What follows belongs to an exercise in optimizing a design on an open flow for small area, a short achievable clock period and few clock cycles per item; a production flow would make more cautious choices.
Function was checked by simulation only, so behaviour that the tests miss may differ from the original.
Power and IR drop assume default switching activity.

`flow/design.v`:
```
package mips_pkg;
    typedef logic [31:0] word_t;       
    typedef logic [4:0]  reg_addr_t;   
    localparam int REG_COUNT = 32;     
    localparam int OP_MSB    = 31;
    localparam int OP_LSB    = 26;
    localparam int RS_MSB    = 25;     
    localparam int RS_LSB    = 21;
    localparam int RT_MSB    = 20;
    localparam int RT_LSB    = 16;
    localparam int RD_MSB    = 15;
    localparam int RD_LSB    = 11;
    localparam int FUNCT_MSB = 5;
    localparam int FUNCT_LSB = 0;
    localparam int IMM_MSB   = 15;
    localparam int IMM_LSB   = 0;
    typedef enum logic [5:0] {
        OP_RTYPE = 6'h00,
        OP_J     = 6'h02,
        OP_BEQ   = 6'h04,
        OP_ADDI  = 6'h08,
        OP_LW    = 6'h23,
        OP_SW    = 6'h2b
    } opcode_e;
    typedef enum logic [5:0] {
        FN_ADD = 6'h20,
        FN_SUB = 6'h22,
        FN_AND = 6'h24,
        FN_OR  = 6'h25,
        FN_SLT = 6'h2a
    } funct_e;
    typedef enum logic [2:0] {ALU_ADD, ALU_SUB, ALU_AND, ALU_OR, ALU_SLT} alu_op_e;
    typedef enum logic [1:0] {
        FWD_NONE   = 2'b00,   
        FWD_MEM_WB = 2'b01,   
        FWD_EX_MEM = 2'b10    
    } fwd_sel_e;
endpackage
`timescale 1ns/1ps
import mips_pkg::*;
module reg_file
(
    input  logic      clk,
    input  logic      reset,
    input  mips_pkg::reg_addr_t rs_addr,
    input  mips_pkg::reg_addr_t rt_addr,
    input  logic      wr_en,
    input  mips_pkg::reg_addr_t wr_addr,
    input  mips_pkg::word_t     wr_data,
    output mips_pkg::word_t     rs_data,
    output mips_pkg::word_t     rt_data
);
    mips_pkg::word_t regs [REG_COUNT];
    logic  wr_live;              
    assign wr_live = wr_en && (wr_addr != '0);    
    always_ff @(posedge clk) begin
        if (reset) begin
            for (int i = 0; i < REG_COUNT; i++) begin
                regs[i] <= '0;
            end
        end else if (wr_live) begin
            regs[wr_addr] <= wr_data;
        end
    end
    assign rs_data = (wr_live && wr_addr == rs_addr) ? wr_data : regs[rs_addr];
    assign rt_data = (wr_live && wr_addr == rt_addr) ? wr_data : regs[rt_addr];
endmodule
`timescale 1ns/1ps
import mips_pkg::*;
module fetch_stage
#(
    parameter mips_pkg::word_t RESET_PC = 32'h0000_0000
) (
    input  logic  clk,
    input  logic  reset,
    input  logic  stall,        
    input  logic  pc_src,       
    input  mips_pkg::word_t pc_target,
    input  mips_pkg::word_t imem_data,    
    output mips_pkg::word_t imem_addr,    
    output mips_pkg::word_t instr_id,
    output mips_pkg::word_t pc_next_id
);
    mips_pkg::word_t pc_plus4;
    assign pc_plus4 = imem_addr + 32'd4;
    always_ff @(posedge clk) begin
        if (reset) begin
            imem_addr <= RESET_PC;
        end else if (pc_src) begin
            imem_addr <= pc_target;    
        end else if (!stall) begin
            imem_addr <= pc_plus4;
        end
    end
    always_ff @(posedge clk) begin
        if (reset || pc_src) begin
            instr_id   <= '0;
            pc_next_id <= '0;
        end else if (!stall) begin
            instr_id   <= imem_data;
            pc_next_id <= pc_plus4;
        end
    end
endmodule
`timescale 1ns/1ps
import mips_pkg::*;
module decode_stage
(
    input  logic      clk,
    input  logic      reset,
    input  mips_pkg::word_t     instr_id,
    input  mips_pkg::word_t     pc_next_id,
    input  logic      stall,
    input  mips_pkg::fwd_sel_e  fwd_c,           
    input  mips_pkg::fwd_sel_e  fwd_d,           
    input  mips_pkg::word_t     ex_mem_result,
    input  logic      wb_en,           
    input  mips_pkg::reg_addr_t wb_addr,
    input  mips_pkg::word_t     wb_data,
    output logic      pc_src,
    output mips_pkg::word_t     pc_target,
    output mips_pkg::reg_addr_t rs_id,
    output mips_pkg::reg_addr_t rt_id,
    output logic      branch_id,
    output logic      ex_reg_write,    
    output logic      ex_mem_read,
    output logic      ex_mem_write,
    output logic      ex_mem_to_reg,
    output logic      ex_reg_dst,
    output logic      ex_alu_src,
    output mips_pkg::alu_op_e   ex_alu_op,
    output mips_pkg::word_t     ex_rs_data,
    output mips_pkg::word_t     ex_rt_data,
    output mips_pkg::word_t     ex_imm,
    output mips_pkg::reg_addr_t ex_rs,
    output mips_pkg::reg_addr_t ex_rt,
    output mips_pkg::reg_addr_t ex_rd
);
    mips_pkg::opcode_e   opcode;
    mips_pkg::funct_e    funct;
    mips_pkg::reg_addr_t rd_id;
    mips_pkg::word_t     imm_id;
    mips_pkg::word_t     rs_data;
    mips_pkg::word_t     rt_data;
    mips_pkg::word_t     cmp_a;
    mips_pkg::word_t     cmp_b;
    logic      jump_id;
    logic      reg_write;
    logic      mem_read;
    logic      mem_write;
    logic      mem_to_reg;
    logic      reg_dst;
    logic      alu_src;
    mips_pkg::alu_op_e   alu_op;
    assign opcode = mips_pkg::opcode_e'(instr_id[OP_MSB:OP_LSB]);
    assign funct  = mips_pkg::funct_e'(instr_id[FUNCT_MSB:FUNCT_LSB]);
    assign rs_id  = instr_id[RS_MSB:RS_LSB];
    assign rt_id  = instr_id[RT_MSB:RT_LSB];
    assign rd_id  = instr_id[RD_MSB:RD_LSB];
    assign imm_id = {{16{instr_id[IMM_MSB]}}, instr_id[IMM_MSB:IMM_LSB]};   
    reg_file u_reg_file (
        .clk     (clk),
        .reset   (reset),
        .rs_addr (rs_id),
        .rt_addr (rt_id),
        .wr_en   (wb_en),
        .wr_addr (wb_addr),
        .wr_data (wb_data),
        .rs_data (rs_data),
        .rt_data (rt_data)
    );
    always_comb begin
        reg_write  = 1'b0;
        mem_read   = 1'b0;
        mem_write  = 1'b0;
        mem_to_reg = 1'b0;
        reg_dst    = 1'b0;
        alu_src    = 1'b0;
        alu_op     = ALU_ADD;
        branch_id  = 1'b0;
        jump_id    = 1'b0;
        case (opcode)
            OP_RTYPE: begin
                reg_dst   = 1'b1;            
                reg_write = 1'b1;
                case (funct)
                    FN_ADD:  alu_op = ALU_ADD;
                    FN_SUB:  alu_op = ALU_SUB;
                    FN_AND:  alu_op = ALU_AND;
                    FN_OR:   alu_op = ALU_OR;
                    FN_SLT:  alu_op = ALU_SLT;
                    default: reg_write = 1'b0;   
                endcase
            end
            OP_ADDI: begin
                reg_write = 1'b1;
                alu_src   = 1'b1;
            end
            OP_LW: begin
                reg_write  = 1'b1;
                mem_read   = 1'b1;
                mem_to_reg = 1'b1;
                alu_src    = 1'b1;           
            end
            OP_SW: begin
                mem_write = 1'b1;
                alu_src   = 1'b1;
            end
            OP_BEQ:  branch_id = 1'b1;
            OP_J:    jump_id   = 1'b1;
            default: ;                       
        endcase
    end
    assign cmp_a = (fwd_c == FWD_EX_MEM) ? ex_mem_result : rs_data;
    assign cmp_b = (fwd_d == FWD_EX_MEM) ? ex_mem_result : rt_data;
    assign pc_src    = !stall && (jump_id || (branch_id && (cmp_a == cmp_b)));
    assign pc_target = jump_id ? {pc_next_id[31:28], instr_id[RS_MSB:0], 2'b00}
                               : pc_next_id + {imm_id[29:0], 2'b00};
    always_ff @(posedge clk) begin
        if (reset || stall) begin
            ex_reg_write  <= 1'b0;
            ex_mem_read   <= 1'b0;
            ex_mem_write  <= 1'b0;
            ex_mem_to_reg <= 1'b0;
            ex_reg_dst    <= 1'b0;
            ex_alu_src    <= 1'b0;
            ex_alu_op     <= ALU_ADD;
            ex_rs         <= '0;
            ex_rt         <= '0;
            ex_rd         <= '0;
        end else begin
            ex_reg_write  <= reg_write;
            ex_mem_read   <= mem_read;
            ex_mem_write  <= mem_write;
            ex_mem_to_reg <= mem_to_reg;
            ex_reg_dst    <= reg_dst;
            ex_alu_src    <= alu_src;
            ex_alu_op     <= alu_op;
            ex_rs         <= rs_id;
            ex_rt         <= rt_id;
            ex_rd         <= rd_id;
        end
    end
    always_ff @(posedge clk) begin
        ex_rs_data <= rs_data;
        ex_rt_data <= rt_data;
        ex_imm     <= imm_id;
    end
endmodule
`timescale 1ns/1ps
import mips_pkg::*;
module hazard_unit
(
    input  mips_pkg::reg_addr_t rs_id,
    input  mips_pkg::reg_addr_t rt_id,
    input  logic      branch_id,
    input  logic      ex_mem_read,
    input  logic      ex_reg_write,
    input  mips_pkg::reg_addr_t ex_dest,
    input  mips_pkg::reg_addr_t ex_rs,
    input  mips_pkg::reg_addr_t ex_rt,
    input  logic      mem_reg_write,
    input  logic      mem_mem_read,
    input  mips_pkg::reg_addr_t mem_dest,
    input  logic      wb_en,
    input  mips_pkg::reg_addr_t wb_addr,
    output logic      stall,
    output mips_pkg::fwd_sel_e  fwd_a,
    output mips_pkg::fwd_sel_e  fwd_b,
    output mips_pkg::fwd_sel_e  fwd_c,
    output mips_pkg::fwd_sel_e  fwd_d
);
    logic load_use;
    logic branch_ex;      
    logic branch_load;    
    logic mem_hit_a;
    logic mem_hit_b;
    logic wb_hit_a;
    logic wb_hit_b;
    assign load_use    = ex_mem_read && (ex_rt != '0) && (ex_rt == rs_id || ex_rt == rt_id);
    assign branch_ex   = branch_id && ex_reg_write && (ex_dest != '0)
                         && (ex_dest == rs_id || ex_dest == rt_id);
    assign branch_load = branch_id && mem_mem_read && (mem_dest != '0)
                         && (mem_dest == rs_id || mem_dest == rt_id);
    assign stall       = load_use || branch_ex || branch_load;
    assign mem_hit_a = mem_reg_write && (mem_dest != '0) && (mem_dest == ex_rs);
    assign mem_hit_b = mem_reg_write && (mem_dest != '0) && (mem_dest == ex_rt);
    assign wb_hit_a  = wb_en && (wb_addr != '0) && (wb_addr == ex_rs);
    assign wb_hit_b  = wb_en && (wb_addr != '0) && (wb_addr == ex_rt);
    assign fwd_a = mem_hit_a ? FWD_EX_MEM : (wb_hit_a ? FWD_MEM_WB : FWD_NONE);
    assign fwd_b = mem_hit_b ? FWD_EX_MEM : (wb_hit_b ? FWD_MEM_WB : FWD_NONE);
    assign fwd_c = (mem_reg_write && mem_dest != '0 && mem_dest == rs_id) ? FWD_EX_MEM : FWD_NONE;
    assign fwd_d = (mem_reg_write && mem_dest != '0 && mem_dest == rt_id) ? FWD_EX_MEM : FWD_NONE;
endmodule
`timescale 1ns/1ps
import mips_pkg::*;
module execute_stage
(
    input  logic      clk,
    input  logic      reset,
    input  logic      ex_reg_write,
    input  logic      ex_mem_read,
    input  logic      ex_mem_write,
    input  logic      ex_mem_to_reg,
    input  logic      ex_reg_dst,
    input  logic      ex_alu_src,
    input  mips_pkg::alu_op_e   ex_alu_op,
    input  mips_pkg::word_t     ex_rs_data,
    input  mips_pkg::word_t     ex_rt_data,
    input  mips_pkg::word_t     ex_imm,
    input  mips_pkg::reg_addr_t ex_rt,
    input  mips_pkg::reg_addr_t ex_rd,
    input  mips_pkg::fwd_sel_e  fwd_a,
    input  mips_pkg::fwd_sel_e  fwd_b,
    input  mips_pkg::word_t     wb_data,
    output mips_pkg::reg_addr_t ex_dest,         
    output logic      mem_reg_write,   
    output logic      mem_mem_read,
    output logic      mem_mem_write,
    output logic      mem_mem_to_reg,
    output mips_pkg::word_t     mem_result,
    output mips_pkg::word_t     mem_store_data,
    output mips_pkg::reg_addr_t mem_dest
);
    mips_pkg::word_t op_a;
    mips_pkg::word_t store_data;    
    mips_pkg::word_t op_b;
    mips_pkg::word_t alu_y;
    always_comb begin
        case (fwd_a)
            FWD_EX_MEM: op_a = mem_result;
            FWD_MEM_WB: op_a = wb_data;
            default:    op_a = ex_rs_data;
        endcase
        case (fwd_b)
            FWD_EX_MEM: store_data = mem_result;
            FWD_MEM_WB: store_data = wb_data;
            default:    store_data = ex_rt_data;
        endcase
    end
    assign op_b    = ex_alu_src ? ex_imm : store_data;
    assign ex_dest = ex_reg_dst ? ex_rd : ex_rt;    
    always_comb begin
        case (ex_alu_op)
            ALU_SUB: alu_y = op_a - op_b;
            ALU_AND: alu_y = op_a & op_b;
            ALU_OR:  alu_y = op_a | op_b;
            ALU_SLT: alu_y = ($signed(op_a) < $signed(op_b)) ? 32'd1 : 32'd0;   
            default: alu_y = op_a + op_b;
        endcase
    end
    always_ff @(posedge clk) begin
        if (reset) begin
            mem_reg_write  <= 1'b0;
            mem_mem_read   <= 1'b0;
            mem_mem_write  <= 1'b0;
            mem_mem_to_reg <= 1'b0;
        end else begin
            mem_reg_write  <= ex_reg_write;
            mem_mem_read   <= ex_mem_read;
            mem_mem_write  <= ex_mem_write;
            mem_mem_to_reg <= ex_mem_to_reg;
        end
    end
    always_ff @(posedge clk) begin
        mem_result     <= alu_y;
        mem_store_data <= store_data;
        mem_dest       <= ex_dest;
    end
endmodule
`timescale 1ns/1ps
import mips_pkg::*;
module memory_writeback_stage
#(
    parameter int DMEM_WORDS = 64
) (
    input  logic      clk,
    input  logic      reset,
    input  logic      mem_reg_write,
    input  logic      mem_mem_read,
    input  logic      mem_mem_write,
    input  logic      mem_mem_to_reg,
    input  mips_pkg::word_t     mem_result,       
    input  mips_pkg::word_t     mem_store_data,
    input  mips_pkg::reg_addr_t mem_dest,
    output logic      wb_en,
    output mips_pkg::reg_addr_t wb_addr,
    output mips_pkg::word_t     wb_data
);
    localparam int ADDR_W = $clog2(DMEM_WORDS);
    mips_pkg::word_t             dmem [DMEM_WORDS];
    logic [ADDR_W-1:0] dmem_idx;
    mips_pkg::word_t             load_data;
    assign dmem_idx  = mem_result[ADDR_W+1:2];    
    assign load_data = dmem[dmem_idx];            
    always_ff @(posedge clk) begin
        if (reset) begin
            for (int i = 0; i < DMEM_WORDS; i++) begin
                dmem[i] <= '0;
            end
        end else if (mem_mem_write) begin
            dmem[dmem_idx] <= mem_store_data;
        end
    end
    always_ff @(posedge clk) begin
        if (reset) begin
            wb_en <= 1'b0;
        end else begin
            wb_en <= mem_reg_write;
        end
    end
    always_ff @(posedge clk) begin
        wb_addr <= mem_dest;
        wb_data <= mem_mem_to_reg ? load_data : mem_result;    
    end
endmodule
`timescale 1ns/1ps
import mips_pkg::*;
module mips_core
#(
    parameter mips_pkg::word_t RESET_PC   = 32'h0000_0000,
    parameter int    DMEM_WORDS = 64
) (
    input  logic      clk,
    input  logic      reset,
    output mips_pkg::word_t     imem_addr,
    input  mips_pkg::word_t     imem_data,
    output logic      wb_en,
    output mips_pkg::reg_addr_t wb_addr,
    output mips_pkg::word_t     wb_data
);
    logic      stall, pc_src, branch_id;
    mips_pkg::word_t     pc_target, instr_id, pc_next_id;
    mips_pkg::reg_addr_t rs_id, rt_id;
    mips_pkg::fwd_sel_e  fwd_a, fwd_b, fwd_c, fwd_d;
    logic      ex_reg_write, ex_mem_read, ex_mem_write, ex_mem_to_reg;    
    logic      ex_reg_dst, ex_alu_src;
    mips_pkg::alu_op_e   ex_alu_op;
    mips_pkg::word_t     ex_rs_data, ex_rt_data, ex_imm;
    mips_pkg::reg_addr_t ex_rs, ex_rt, ex_rd, ex_dest;
    logic      mem_reg_write, mem_mem_read, mem_mem_write, mem_mem_to_reg;   
    mips_pkg::word_t     mem_result, mem_store_data;
    mips_pkg::reg_addr_t mem_dest;
    fetch_stage #(.RESET_PC(RESET_PC)) u_fetch (.*);
    decode_stage u_decode (
        .*,
        .ex_mem_result (mem_result)    
    );
    hazard_unit u_hazard (.*);
    execute_stage u_execute (.*);
    memory_writeback_stage #(.DMEM_WORDS(DMEM_WORDS)) u_mem_wb (.*);
endmodule
```
`flow/config.mk`:
```
export PLATFORM = sky130hd
export DESIGN_NAME = mips_core
export DESIGN_NICKNAME = mips_core
export VERILOG_FILES = /design/flow/design.v
export SDC_FILE = /design/flow/constraint.sdc
export NUM_CORES = 4
export LEC_CHECK = 0
export CAP_MARGIN = 20
export CORE_MARGIN = 2
export CORE_UTILIZATION = 40
export SLEW_MARGIN = 20
```
`flow/constraint.sdc`:
```
create_clock -name core_clock -period 8.0 [get_ports {clk}]
set_input_delay 1.6000 -clock core_clock [delete_from_list [all_inputs] [get_ports {clk}]]
set_output_delay 1.6000 -clock core_clock [all_outputs]
set_load 0.01 [all_outputs]
```
`flow/run.sh`:
```
#!/bin/bash
# synth_recipe.tcl (not shown) runs the flow's synth.tcl, then flattens the netlist and writes it again
# the make line also repeats each setting of config.mk as NAME=value (left out here)
make -C /OpenROAD-flow-scripts/flow DESIGN_CONFIG=/design/flow/config.mk WORK_HOME=/design/flow/orfs CLKGATE_MAP_FILE= SYNTH_SCRIPT=/design/flow/synth_recipe.tcl finish
```
==> impl_metrics.json <==
{
  "ordered_list_of_cells_on_the_worst_path": "buf_12, mux4_2, o22ai_1, nor4_2, buf_4, mux2i_1, a22oi_1, o22ai_1, a21oi_1, or4_4, a2111oi_4, nand4_2, and2_4, o21ai_4, buf_4, o21ai_0",
  "via_count_of_the_first_global_routing_pass": 107000,
  "total_die_area_sq_um": 413000,
  "ir_drop_v": 0.000260,
  "number_of_antenna_violations_at_the_first_check_in_global_routing": 44,
  "tritoncts_num_sinks": 3391,
  "post_drt_via_cell_ratio": 6.24,
  "grt_start_max_net_pins": 89,
  "synthesis_to_finish_area_growth_pct": 12.6,
  "drive_above_1_share_pct": 14.3,
  "worst-path-max-fanout": 66,
  "detail_route.first_pass.iterations": 6,
  "ioPinCount": 104,
  "dieWidth_microns": 643,
  "finalCritPeriodShare_pct": 86.7,
  "worstMarginPinSlew_ps": 1270,
  "synthesis.instances": 12700,
  "die-height_microns": 643,
  "finalHoldWorstSlack_ps": 418,
  "finalSetupViolations": 0,
  "ys_async_sr_fraction_pct": 0,
  "layout.core_utilization_pct": 45.2,
  "setup.worst_path.class": "flop to flop",
  "cts_repair_resize_count": 0,
  "synth_seq_cells": 3391,
  "cp_top_family": "simple AND/OR/NAND/NOR gates",
  "final_cell_count_no_fill": 18100,
  "clock-root-buffer": "sky130_fd_sc_hd__clkbuf_16",
  "most_common_cell_after_layout_fill_and_taps_aside": "sky130_fd_sc_hd__edfxtp_1",
  "cts_hold_buf": 0,
  "nNetsFinal": 12500,
  "crit_path_required_time_ps": 8800,
  "timing_max_transition_violations_final": 0,
  "dp.cells": 17400,
  "synth.top_cell.area_share_pct": 56.5,
  "critical-path-slowest-cell": "sky130_fd_sc_hd__dfxtp_4",
  "clkSlewWorstSetupHoldPaths_ps": 60,
  "core_region_area_sq_um": 406000,
  "dpl-instance-area_sq_um": 172000,
  "cp.buffers_inverters": 3,
  "pwrdens_nw_per_um2": 275,
  "grt_first_pass_wirelength_microns": 849000,
  "average_wire_per_cell_in_the_routed_design_microns": 33.5,
  "syn-cell-area_sq_um": 163000,
  "cts_tree": "done",
  "setup.worst_path.start_class": "flop",
  "post-route-drc-count": 0,
  "dr.first_iter.drc_count": 17100,
  "maxSlewHeadroom_pct": 14.7,
  "min_period_ps": 6930,
  "overall_overflow_remaining_after_global_route": 0,
  "total_power_mw": 50.5,
  "clock_latency_reported_for_the_late_side_of_the_worst_skew_pair_ps": 1020,
  "skew_ps": 99.8,
  "route.final.wire_length_microns": 608000,
  "status": "no timing/DRC/antenna violations",
  "minimum_setup_slack_in_the_final_design_ps": 1070,
  "power_leakage_nw": 64.7,
  "place.detailed.hpwl_microns": 362000,
  "cpPeakStageDelay_ps": 870,
  "worst-endpoint-arrival_ps": 7730,
  "max_freq_ghz": 0.144,
  "postRouteAntennaNets": 0,
  "synth_enable_flop_cells": 3072,
  "crit_path_end_kind": "flop",
  "maxCapViolCount": 0,
  "final_cell_mix": "sky130_fd_sc_hd__edfxtp_1, sky130_fd_sc_hd__and2_1, sky130_fd_sc_hd__a22oi_1, sky130_fd_sc_hd__buf_4, sky130_fd_sc_hd__mux4_2",
  "initial_utilization_pct": 40.2,
  "hold-path-cell-count": 0,
  "buffer_ports.inserted": 103,
  "design_area_sq_um": 184000,
  "holdCritPathClass": "flop to flop",
  "ctsHtreeMaxLevel": 5,
  "synth.avg_cell_area_sq_um": 12.9,
  "clockBufferDepth": 4,
  "synth-seq-area-share_pct": 60.4,
  "timing_hold_violations_final": 0,
  "synth_top_cell_by_area": "sky130_fd_sc_hd__edfxtp_1",
  "post_synth_main_area_contributors": "sky130_fd_sc_hd__edfxtp_1, sky130_fd_sc_hd__and2_1, sky130_fd_sc_hd__mux4_2",
  "grt_setup_unrepaired": "false",
  "worst_r2r_path_depth": 16,
  "gr-usage-all-layers_pct": 28.5,
  "cts-buffers-inserted": 365,
  "placement.setup.worst_slack_ps": 1180,
  "critical_path_cell_count": 16,
  "place_congestion": 0.938,
  "dominantRegCellSynth": "sky130_fd_sc_hd__edfxtp_1",
  "post-cts-setup-buffer-count": 0,
  "routed-via-count": 113000,
  "final.setup.tns_ps": 0,
  "synth_warnings": 5,
  "synth.lib_cells_used.distinct": 100,
  "fp-row-count": 234
}
==> Yosys cell counts, types with 85 or more instances <==
cell type	instances
sky130_fd_sc_hd__and2_1	2723
sky130_fd_sc_hd__buf_1	151
sky130_fd_sc_hd__dfxtp_1	319
sky130_fd_sc_hd__o21ai_0	275
sky130_fd_sc_hd__mux2i_1	395
sky130_fd_sc_hd__clkbuf_1	1041
sky130_fd_sc_hd__a31oi_1	211
sky130_fd_sc_hd__a22oi_1	817
sky130_fd_sc_hd__nor3_1	394
sky130_fd_sc_hd__nor2_1	402
sky130_fd_sc_hd__nand2_1	243
sky130_fd_sc_hd__inv_1	191
sky130_fd_sc_hd__mux4_2	428
sky130_fd_sc_hd__o22ai_1	101
sky130_fd_sc_hd__ha_1	126
sky130_fd_sc_hd__a22o_1	202
sky130_fd_sc_hd__a221oi_1	221
sky130_fd_sc_hd__xnor2_1	85
sky130_fd_sc_hd__a21oi_1	262
sky130_fd_sc_hd__edfxtp_1	3072
==> flip-flops by register name, indices dropped and copies added, names as in the netlist, 16 cells and up, named ones only <==
name,cells
u_decode.ex_imm,16
u_decode.ex_rs_data,32
u_decode.ex_rt_data,32
u_decode.u_reg_file.regs,1024
u_execute.mem_result,32
u_execute.mem_store_data,32
u_fetch.imem_addr,32
u_fetch.instr_id,32
u_fetch.pc_next_id,32
u_mem_wb.dmem,2048
u_mem_wb.wb_data,32
==> power by group <==
part	total [mW]	switching, mW	internal [mW]	leakage [nW]
registers	21.0	0.924	20.1	34.4
clock network	17.1	7.34	9.72	5.71
logic	12.4	9.19	3.19	24.6
total	50.5	17.5	33.0	64.7
==> metal layers <==
layer	GRT usage (%)	vias to the layer above	wire (microns)
li1	-	47000	-
met1	38.6	57500	234000
met2	43.6	7230	271000
met3	6.26	1292	68700
met4	13.7	20	33500
met5	0	-	133
==> cells by family (layout without fill, tap and decap cells) <==
family	after synthesis	in the layout	synth area share (%)
multiplexers	856	856	8.56
AO/OA/AOI/OAI	2424	2424	10.6
XOR/XNOR	138	138	0.740
other	1	52	0.00230
adder cells (fa/ha/maj)	130	130	1.01
AND/OR/NAND/NOR	4258	4258	15.1
buffers and inverters	1507	1446	3.64
flip-flops	3391	3391	60.4
==> final timing paths <==
kind	startpoint	endpoint	slack, ps
setup reg to reg	flop	u_fetch.imem_addr[1]	1070
hold reg to reg	u_fetch.instr_id[8]	u_decode.ex_imm[8]	420
setup / recovery	flop	u_fetch.imem_addr[1]	1070
hold / removal	u_fetch.instr_id[8]	u_decode.ex_imm[8]	420
==> cell type report <==
type | instances | area [sq um]
diodes | 20 | 50.0
clock buffers | 463 | 9770
clock inverters | 195 | 1890
fillers | 36300 | 223000
inverters | 196 | 743
multi-input cells | 7838 | 60700
flip-flops and latches | 3391 | 98700
well taps | 5428 | 6790
repair buffers | 592 | 5190
==> worst reg2reg max path: cells and delay by family (launching register included) <==
kind                   cells  cell delay (ps)
flip-flops                 1              870
AND/OR/NAND/NOR            4             1860
AO/OA/AOI/OAI              7             1750
multiplexers               2             1000
buffers and inverters      3             1290
Testbench counts, summed over its fixed seeds: cycles 66,595, instrs 57,031.

re-timing with driven ports:
In the flow no input, the clock included, has a driving cell. The finished layout below was timed again as built, in two steps. Step 1 assumes that a clkbuf_16 drives the clock port and a buf_2 every other input. Step 2 adds t to the input delays and takes it off the output delays; t is the mean of the earliest and latest rising clock arrival at the registers after step 1. Input paths then give back, and output paths get back, about the clock's delay inside the block. a / b / c = ideal ports / drivers / drivers and shift; a / b = the first two.
t, ns: 1.092
setup slack, ns: 1.068 / 1.068 / 1.068
worst hold slack (ns): 0.418 / 0.418 / 0.418
After both steps this run still meets setup and hold. For this run, drivers alone change the setup slack by 0.000 ns; drivers and shift together by 0.000 ns.
